Context: an optimization exercise on an open-source flow, tuned for small area, a short achievable clock period and few clock cycles per item. The choices shown serve that exercise and are no tape-out recipe. Only simulation tests tie the RTL to the original design; equivalence was not proved. Power figures rest on the tool's default switching activity, not on a simulated workload.

==> flow/design.v (excerpt) <==
module hue_chroma_key_alpha_unit (
    input  logic                               aclk,
    input  logic                               aresetn,
    input  logic                               s_tvalid,
    output logic                               s_tready,
    input  logic [hcka_pkg::S_DATA_W-1:0]      s_tdata,    
    output logic                               m_tvalid,
    input  logic                               m_tready,
    output logic [hcka_pkg::M_DATA_W-1:0]      m_tdata,    
    input  logic                               cfg_wr_en,
    input  logic [hcka_pkg::CFG_IDX_W-1:0]     cfg_index,
    input  logic [hcka_pkg::CFG_W-1:0]         cfg_wdata
);
    logic [BQ_W-1:0] lo_q_reg, hi_q_reg;
    logic [8:0]      lo_rb_reg, hi_rb_reg;    
    logic [BQ_W-1:0] wr_q_ge, wr_q_gt;
    logic [BR_W-1:0] wr_r_ge, wr_r_gt;
    logic              rg_neg, rb_neg, gb_neg;
    logic [CH_W-1:0]   delta, t;
    logic                en1, en2;
    logic                v1_reg;
    logic [S_DATA_W-1:0] s1_rgb_reg;
    logic [CH_W-1:0]     s1_delta_reg, s1_t_reg;
    logic                s1_rg_neg_reg, s1_rb_neg_reg, s1_gb_neg_reg;
    logic [5:0]          sext;
    logic [5:0]          lo_gt_mask, lo_eq_mask, hi_lt_mask, hi_eq_mask;
    logic                lo_lt, hi_le;
    logic                lo_in, hi_in;
    logic                key_reg;
    logic [S_DATA_W-1:0] rgb_reg;
    always_comb begin
        wr_q_ge = '0;
        wr_q_gt = '0;
        for (int k = 1; k <= 6; k++) begin
  ...
==> flow/config.mk <==
export PLATFORM = sky130hd
export DESIGN_NAME = hue_chroma_key_alpha_unit
export DESIGN_NICKNAME = hue_chroma_key_alpha_unit
export VERILOG_FILES = /design/flow/design.v
export SDC_FILE = /design/flow/constraint.sdc
export NUM_CORES = 4
export LEC_CHECK = 0
export ABC_AREA = 1
export CAP_MARGIN = 20
export CORE_MARGIN = 2
export CORE_UTILIZATION = 40
export CTS_BUF_LIST = sky130_fd_sc_hd__clkbuf_8
export SETUP_SLACK_MARGIN = 2.6
export SLEW_MARGIN = 20
==> flow/constraint.sdc <==
create_clock -name core_clock -period 6.0 [get_ports {aclk}]
set_input_delay 1.2000 -clock core_clock [delete_from_list [all_inputs] [get_ports {aclk}]]
set_output_delay 1.2000 -clock core_clock [all_outputs]
set_load 0.01 [all_outputs]
standard.sh (not shown) runs the stock make flow with config.mk's settings and CLKGATE_MAP_FILE= SYNTH_SCRIPT=/design/flow/synth_recipe.tcl, a recipe that flattens the netlist after the stock synthesis.
==> flow/flow/run.sh <==
#!/bin/bash
# The standard layout (the standard.sh, unchanged synthesis), with plain buf_1 cells as
# the port buffers in place of the delay buffers that buffer_ports picks by default.
set -euo pipefail
export BUFFER_PORTS_ARGS="-buffer_cell sky130_fd_sc_hd__buf_1"
bash standard.sh finish > standard.log 2>&1
Testbench counts at the start, summed over its fixed seeds: cycles 16,400, items 16,384.
Next try:
- CTS_BUF_LIST: sky130_fd_sc_hd__clkbuf_8 -> default
- SETUP_SLACK_MARGIN: 2.6 -> 2.4
What happened: Hold slack loses 0.0064 ns; via count rises by 2.4%; utilization rose by 1.6 points; first-iteration DRC count shrinks by 24%; routed wire length came out higher by 5.8%.
Next try:
- ABC_AREA: 1 -> 0
- SETUP_SLACK_MARGIN: 2.4 -> 2.6
Effect: Worst setup slack loses 0.12 ns. Global-route usage grows by 0.21 points. Cell area grows by 11%.


hue_chroma_key_alpha_unit, a different RTL version from the one above (not shown whole).
Size: about 1000 cells after synthesis, roughly 89 flip-flops, roughly 73 I/O pins, roughly 9500 um^2 of cells after synthesis.
Settings: LEC_CHECK=0, CAP_MARGIN=20, CORE_MARGIN=2, CORE_UTILIZATION=40, SLEW_MARGIN=20; clock period 6.0 ns.
run.sh (not shown) runs the stock make flow with config.mk's settings and CLKGATE_MAP_FILE= SYNTH_SCRIPT=/design/flow/synth_recipe.tcl, a recipe that flattens the netlist after the stock synthesis.
Stock flow here: none of the scripts above is used.
The baseline passed the timing, DRC and antenna checks.
Testbench counts at the start, summed over its fixed seeds: cycles 16,400, items 16,384.
Rerun with:
SETUP_SLACK_MARGIN = 2.5   (was unset)
The new run produced a clean layout.
Sequential cell count is unchanged.
Non-clock buffer count rises by 57.
Total power rises by 11%.
Rerun with:
SETUP_SLACK_MARGIN = 1.5   (was 2.5)
Outcome: Design area is lower by 6.8%; die area is unchanged; clock power came out higher by about 3%; area after synthesis does not change; routed wire length came out lower by 3.3%; worst setup slack got worse by 0.083 ns; sequential power increases by about 0.8%; via count decreases by about 3%; cell count shrinks by about 2.7%; first-iteration DRC count climbs by about 8%; core utilization drops by 3.4 points.


north:
hue_chroma_key_alpha_unit with an RTL version that a note above also has.
Size: about 94 flip-flops.
export LEC_CHECK = 0
export ABC_AREA = 1
export CAP_MARGIN = 20
export CORE_MARGIN = 2
export CORE_UTILIZATION = 40
export GPL_TIMING_DRIVEN = 1
export SETUP_SLACK_MARGIN = 2.6
export SLEW_MARGIN = 20
create_clock -name core_clock -period 6.0 [get_ports {aclk}]
standard.sh (not shown) runs the stock make flow with config.mk's settings and CLKGATE_MAP_FILE= SYNTH_SCRIPT=/design/flow/synth_recipe.tcl, a recipe that flattens the netlist after the stock synthesis.
Scripts as last shown in full above: flow/flow/run.sh
Testbench counts of north, summed over its fixed seeds: cycles 16,400, items 16,384.
[inputs] south vs north
Settings: a deleted SETUP_SLACK_MARGIN that had been 2.6; a deleted GPL_TIMING_DRIVEN that had been 1.
--- outcome ---
south ends up with lower met1 track demand over resource in global routing than north does. Per the comparison of south with north, clock slew at the register clock pins of the worst setup and hold paths level, initial antenna violation count about even.
Relative to south, the following input files were edited for east:
Settings: SETUP_SLACK_MARGIN newly set to 2.6.
--- outcome ---
east went all the way through the flow, and no timing, DRC or antenna check failed. Total internal power for east: about 8% up relative to south. NOTE: register-to-register slack in east exceeds that of south. Setup slack: east higher than south. Number of ordinary and repair buffers in the finished layout (east vs. south) increases by more than 10%. Total wire length after detailed routing for east: 1.1% down relative to south. From south to east, count of clock-net buffers in the final layout did not move at all.
The inputs of west differ from those of east as listed below.
Settings: CORE_UTILIZATION changed from 40 to 60.
==> comparison <==
- Taking east as the reference, in west maximum clock rate +about 1.5%; number of cells after detailed placement went down by 97; final area grew by 1.2%; placeable core region lower.
- Sort east and west by share of total power in combinational logic asc -> top: east
- Number of buffers inserted by post-CTS setup repair (higher): west
[inputs] middle vs west
Settings: SETUP_SLACK_MARGIN now 3.0, was 2.6; CORE_UTILIZATION now 40, was 60.
Results
Between west and middle, the depth of the worst hold-timing path figures differ only marginally.
Taking middle over west, the power density over the cells ratio works out to 0.924.
NOTE: via count of the routed design in middle exceeds that of west


Setup of run 1:
Starting RTL as in the previous note.
==> flow/config.mk <==
export PLATFORM = sky130hd
export DESIGN_NAME = hue_chroma_key_alpha_unit
export DESIGN_NICKNAME = hue_chroma_key_alpha_unit
export VERILOG_FILES = /design/flow/design.v
export SDC_FILE = /design/flow/constraint.sdc
export NUM_CORES = 4
export LEC_CHECK = 0
export ABC_AREA = 1
export CAP_MARGIN = 20
export CORE_MARGIN = 2
export CORE_UTILIZATION = 40
export SETUP_SLACK_MARGIN = 2.6
export SLEW_MARGIN = 20
export SYNTH_HIERARCHICAL = 1
export SYNTH_MINIMUM_KEEP_SIZE = 0
==> flow/constraint.sdc <==
create_clock -name core_clock -period 6.0 [get_ports {aclk}]
set_input_delay 1.2000 -clock core_clock [delete_from_list [all_inputs] [get_ports {aclk}]]
set_output_delay 1.2000 -clock core_clock [all_outputs]
set_load 0.01 [all_outputs]
Scripts as last shown in full above: flow/flow/run.sh
Run 1: flow completed, timing, DRC and antenna clean
Testbench counts of run 1, summed over its fixed seeds: cycles 16,400, items 16,384.
Input-level comparison between run 2 and run 1:
Settings: SYNTH_HIERARCHICAL removed (was 1); SLEW_MARGIN changed from 20 to 10; SYNTH_MINIMUM_KEEP_SIZE removed (was 0); CAP_MARGIN changed from 20 to 10.
### Flow results
Run 2 ended with every stage complete and zero timing, DRC or antenna violations. Of the two values seen for worst setup path startpoint, s1_delta_reg[5] was produced by run 2 and s1_delta_reg[6] by run 1. Lower die area among run 2 and run 1: run 2. Summary: with run 1 as the reference, violation count after the first detailed-route iteration in run 2 moved up by more than half. When the final numbers for run 2 and run 1 were put side by side, the count of buffers not belonging to the clock network in the layout turned out to be smaller in run 2. Run 2 consumes more power than run 1 does.
## Diff of input files: run 3 against run 2
Settings: SLEW_MARGIN now 20, was 10; SETUP_SLACK_MARGIN now 2.2, was 2.6; CAP_MARGIN now 20, was 10.
==> comparison <==
Going from run 2 to run 3, clock buffer and inverter area fraction after layout ~0 delta; sequential power -about 1%; design area +about 1.5%.
Changes in run 4 relative to run 3:
Settings: SETUP_SLACK_MARGIN now 2.6, was 2.2; PLACE_DENSITY now 0.8, previously not set.
Results
Run 4 | status: complete | timing, DRC, antenna: pass. Changes observed in run 4 relative to run 3: worst endpoint required time level, total wirelength of the detailed-routed design now smaller, post-route clock skew ~0 delta, area growth from synthesis to final layout down 0.72 points. Delta (run 4 minus run 3): half-perimeter wire length after detailed placement saw a decrease; post-route worst setup slack saw little to no change; areal power density over the cells saw an increase. Delta (run 4 minus run 3): via count increased 331, headroom to the max-slew limit increased 11 points.

==> separate check: timing with driven ports <==
Ports are ideal in the flow. The routed layouts listed here were re-timed in OpenROAD.
Step 1 (the two cells are an assumption about what drives the block):
set clk [get_ports {aclk}]
set_driving_cell -lib_cell sky130_fd_sc_hd__clkbuf_16 $clk
set_driving_cell -lib_cell sky130_fd_sc_hd__buf_2 [delete_from_list [all_inputs] $clk]
Step 2 adds t to the input delays and takes it off the output delays; t is the mean of the earliest and latest rising clock arrival at the registers after step 1. Input paths then give back, and output paths get back, about the clock's delay inside the block.
a / b / c = ideal / step 1 / step 2; a / b = the first two.
run | t, ns | slack for setup (ns) | hold slack, ns | worst setup path after step 2 | slew at the worst register clock pin (ns)
the first run of note 1 | 0.432 | 2.145 / 2.145 / 2.145 | 0.427 / 0.427 / 0.427 | register to register | 0.12 / 0.12
the second run of note 1 | 0.399 | 2.119 / 2.119 / 2.119 | 0.421 / 0.421 / 0.421 | register to register | 0.08 / 0.08
the third run of note 1 | 0.406 | 1.997 / 1.997 / 1.997 | 0.422 / 0.422 / 0.422 | register to register | 0.07 / 0.07
the first run of note 2 | 0.391 | 1.382 / 1.382 / 1.094 | 0.420 / 0.420 / 0.420 | input to register | 0.08 / 0.08
the second run of note 2 | 0.391 | 1.721 / 1.721 / 1.721 | 0.412 / 0.412 / 0.412 | register to register | 0.07 / 0.07
the third run of note 2 | 0.391 | 1.639 / 1.639 / 1.431 | 0.420 / 0.420 / 0.420 | input to register | 0.08 / 0.08
north | 0.404 | 2.166 / 2.166 / 2.166 | 0.420 / 0.420 / 0.420 | register to register | 0.08 / 0.08
south | 0.395 | 1.855 / 1.855 / 1.855 | 0.422 / 0.422 / 0.422 | register to register | 0.08 / 0.08
east | 0.404 | 2.166 / 2.166 / 2.166 | 0.420 / 0.420 / 0.420 | register to register | 0.08 / 0.08
west | 0.396 | 2.221 / 2.221 / 2.221 | 0.420 / 0.420 / 0.420 | register to register | 0.08 / 0.08
middle | 0.391 | 2.259 / 2.259 / 2.259 | 0.419 / 0.419 / 0.419 | register to register | 0.07 / 0.07
run 1 | 0.389 | 1.984 / 1.984 / 1.984 | 0.418 / 0.418 / 0.418 | register to register | 0.07 / 0.07
run 2 | 0.404 | 2.166 / 2.166 / 2.166 | 0.420 / 0.420 / 0.420 | register to register | 0.08 / 0.08
run 3 | 0.396 | 2.131 / 2.131 / 2.131 | 0.422 / 0.422 / 0.422 | register to register | 0.08 / 0.08
run 4 | 0.387 | 2.131 / 2.131 / 2.131 | 0.419 / 0.419 / 0.419 | register to register | 0.07 / 0.07
After both steps every run listed still meets setup and hold. For the first run of note 2, which loses most, drivers alone change the setup slack by 0.000 ns; drivers and shift together by -0.288 ns.
